Context: an optimization exercise on an open-source flow, tuned for small area and few clock cycles per item. The choices shown serve that exercise and are no tape-out recipe.

north:
// fp_mult_pipe
module fp_mult_pipe #(
   parameter int EXP_W = 8,
   parameter int MAN_W = 23
) (
   input  logic                 clk,
   input  logic                 rst_n,
   input  logic                 in_valid,
   output logic                 in_ready,
   input  logic [EXP_W+MAN_W:0] x,
   input  logic [EXP_W+MAN_W:0] y,
   output logic                 out_valid,
   input  logic                 out_ready,
   output logic [EXP_W+MAN_W:0] result
   ,
   output logic [3:0]           flags
);
export LEC_CHECK = 0
export CAP_MARGIN = 20
export CORE_MARGIN = 2
export CORE_UTILIZATION = 40
export CTS_BUF_LIST = sky130_fd_sc_hd__clkbuf_8
export GPL_TIMING_DRIVEN = 0
export SLEW_MARGIN = 20
create_clock -name core_clock -period 7.5 [get_ports {clk}]
standard.sh (not shown) runs the stock make flow with config.mk's settings and CLKGATE_MAP_FILE= SYNTH_SCRIPT=/design/flow/synth_recipe.tcl, a recipe that flattens the netlist after the stock synthesis.
==> flow/flow/run.sh <==
#!/bin/bash
# Layout flow: the standard ORFS flow (standard.sh) with three changes:
#  - synthesis skips Yosys's generic `abc -fast` pass (synth -noabc), so the full
#    adders written in the RTL reach extract_fa as written;
#  - the final ABC technology mapping uses flow/abc.script (area recovery under a
#    delay target, then gate sizing) instead of ORFS's abc_speed.script;
#  - every port is buffered by a buf_2 instead of the default clkdlybuf4s50_1.
set -euo pipefail
cd "$(dirname "$0")/.."
W=$(pwd)
export FLOW_SYNTH_TCL=$W/synth_recipe.tcl
export FLOW_ABC_SCRIPT=$W/flow/abc.script
export BUFFER_PORTS_ARGS="-buffer_cell sky130_fd_sc_hd__buf_2"
bash standard.sh synth SYNTH_ARGS=-noabc SYNTH_SCRIPT=$W/flow/synth.tcl > synth.log 2>&1
bash standard.sh finish SYNTH_ARGS=-noabc SYNTH_SCRIPT=$W/flow/synth.tcl > layout.log 2>&1
==> flow/flow/abc.script <==
strash
ifraig
dch -f
map -D 5500
topo
stime -c
buffer -c
upsize -c -D 5500
dnsize -c -D 5500
==> flow/flow/synth.tcl <==
# The standard flow's synthesis script (synth_recipe.tcl, sourced below unchanged), with the
# technology-mapping ABC run given our own script (flow/abc.script) in place of
# ORFS's abc_speed.script.  Only the combinational mapping changes; registers are
# mapped before ABC runs and keep their standard-synthesis names and cells.
proc abc {args} {
  set i [lsearch -exact $args -script]
  if { $i >= 0 } {
    lset args [expr {$i + 1}] $::env(FLOW_ABC_SCRIPT)
    puts "flow/synth.tcl: abc -script $::env(FLOW_ABC_SCRIPT)"
  }
  yosys abc {*}$args
}
source $::env(FLOW_SYNTH_TCL)
Looking at the reports, north completed the entire flow and the layout it produced met the timing, DRC and antenna checks.
[inputs] middle vs north
diff --git a/flow/design.v b/flow/design.v
--- a/flow/design.v
+++ b/flow/design.v
@@ -1322,23 +1322,23 @@
    assign man_n = msb ? ph_q[SW+1:2] : ph_q[SW:1];
    assign rnd1  = ph_q[1] & (ph_q[0] | st_q | ph_q[2]);
    assign rnd0  = ph_q[0] & (st_q | ph_q[1]);
    assign rnd   = msb ? rnd1 : rnd0;
    assign inx   = ph_q[0] | st_q | (msb & ph_q[1]);
    always_comb begin
       ones[0] = 1'b1;
       for (int i = 1; i < SW; i++)
          ones[i] = ones[i-1] & man_n[i-1];
    end
    assign frac = man_n[MAN_W-1:0] ^ ({MAN_W{rnd}} & ones[MAN_W-1:0]);
-   assign cry  = rnd & (&ph_q[SW:2]) & (msb | ph_q[1]);
+   assign cry  = rnd & ones[SW-1] & man_n[SW-1];
    logic [XW-1:0] e_s;
    logic [2:0]    ovf_k, unf_k;
    assign e_s = {1'b0, e_q} + XW'(msb) + XW'(cry);
    assign e_o = e_s[EXP_W-1:0] - BIAS[EXP_W-1:0];
    always_comb begin
       for (int k = 0; k < 3; k++) begin
          ovf_k[k] = ({1'b0, e_q} + XW'(k)) >= EMAX + BIAS;
          unf_k[k] = ({1'b0, e_q} + XW'(k)) <= BIAS;
       end
    end
    assign ovf = (msb & cry) ? ovf_k[2] : (msb | cry) ? ovf_k[1] : ovf_k[0];
Results
Between north and middle, the flow reports wire length on met1 decreasing slightly.
north -> middle: cell area after layout flat
Compared to north, the routing of middle uses less wire.
Delta (middle minus north): sequential share of cell area was more or less identical; maximum cell stage delay along the critical path was more or less identical.
Global routing met3 resource utilization, middle and north, lower one = middle.
In the flow results for middle and north, the post-layout worst setup margin is larger on north.
No run of this note included a check of the RTL's function; only the layout flow was run.

[what the ideal ports hide]
The flow's constraints put no driver on any port. The routed layouts listed below were extracted and timed again, unchanged, in two steps. Step 1, drivers: a clkbuf_16 drives clk and a buf_2 each remaining input, both assumed. Step 2, shift: input delay + t, output delay - t, t = (earliest + latest rising clock arrival at the registers) / 2. This alone moves slack from input paths to output paths. Slacks: no drivers / after step 1 / after step 2; pairs: no drivers / after step 1.
run | shift t [ns] | setup slack, ns | hold WS [ns] | latest minus earliest clock arrival (ns) | worst slew at a driven data input, ns
north | 0.325 | 0.135 / 0.140 / -0.185 | 0.723 / 0.723 / 0.723 | 0.011 / 0.012 | 0.03
middle | 0.339 | 0.124 / 0.133 / -0.205 | 0.691 / 0.691 / 0.691 | 0.010 / 0.011 | 0.04
Met with ideal ports but missed after step 2: setup timing in north and middle. For middle, which loses most, drivers alone change the setup slack by +0.009 ns; drivers and shift together by -0.329 ns.
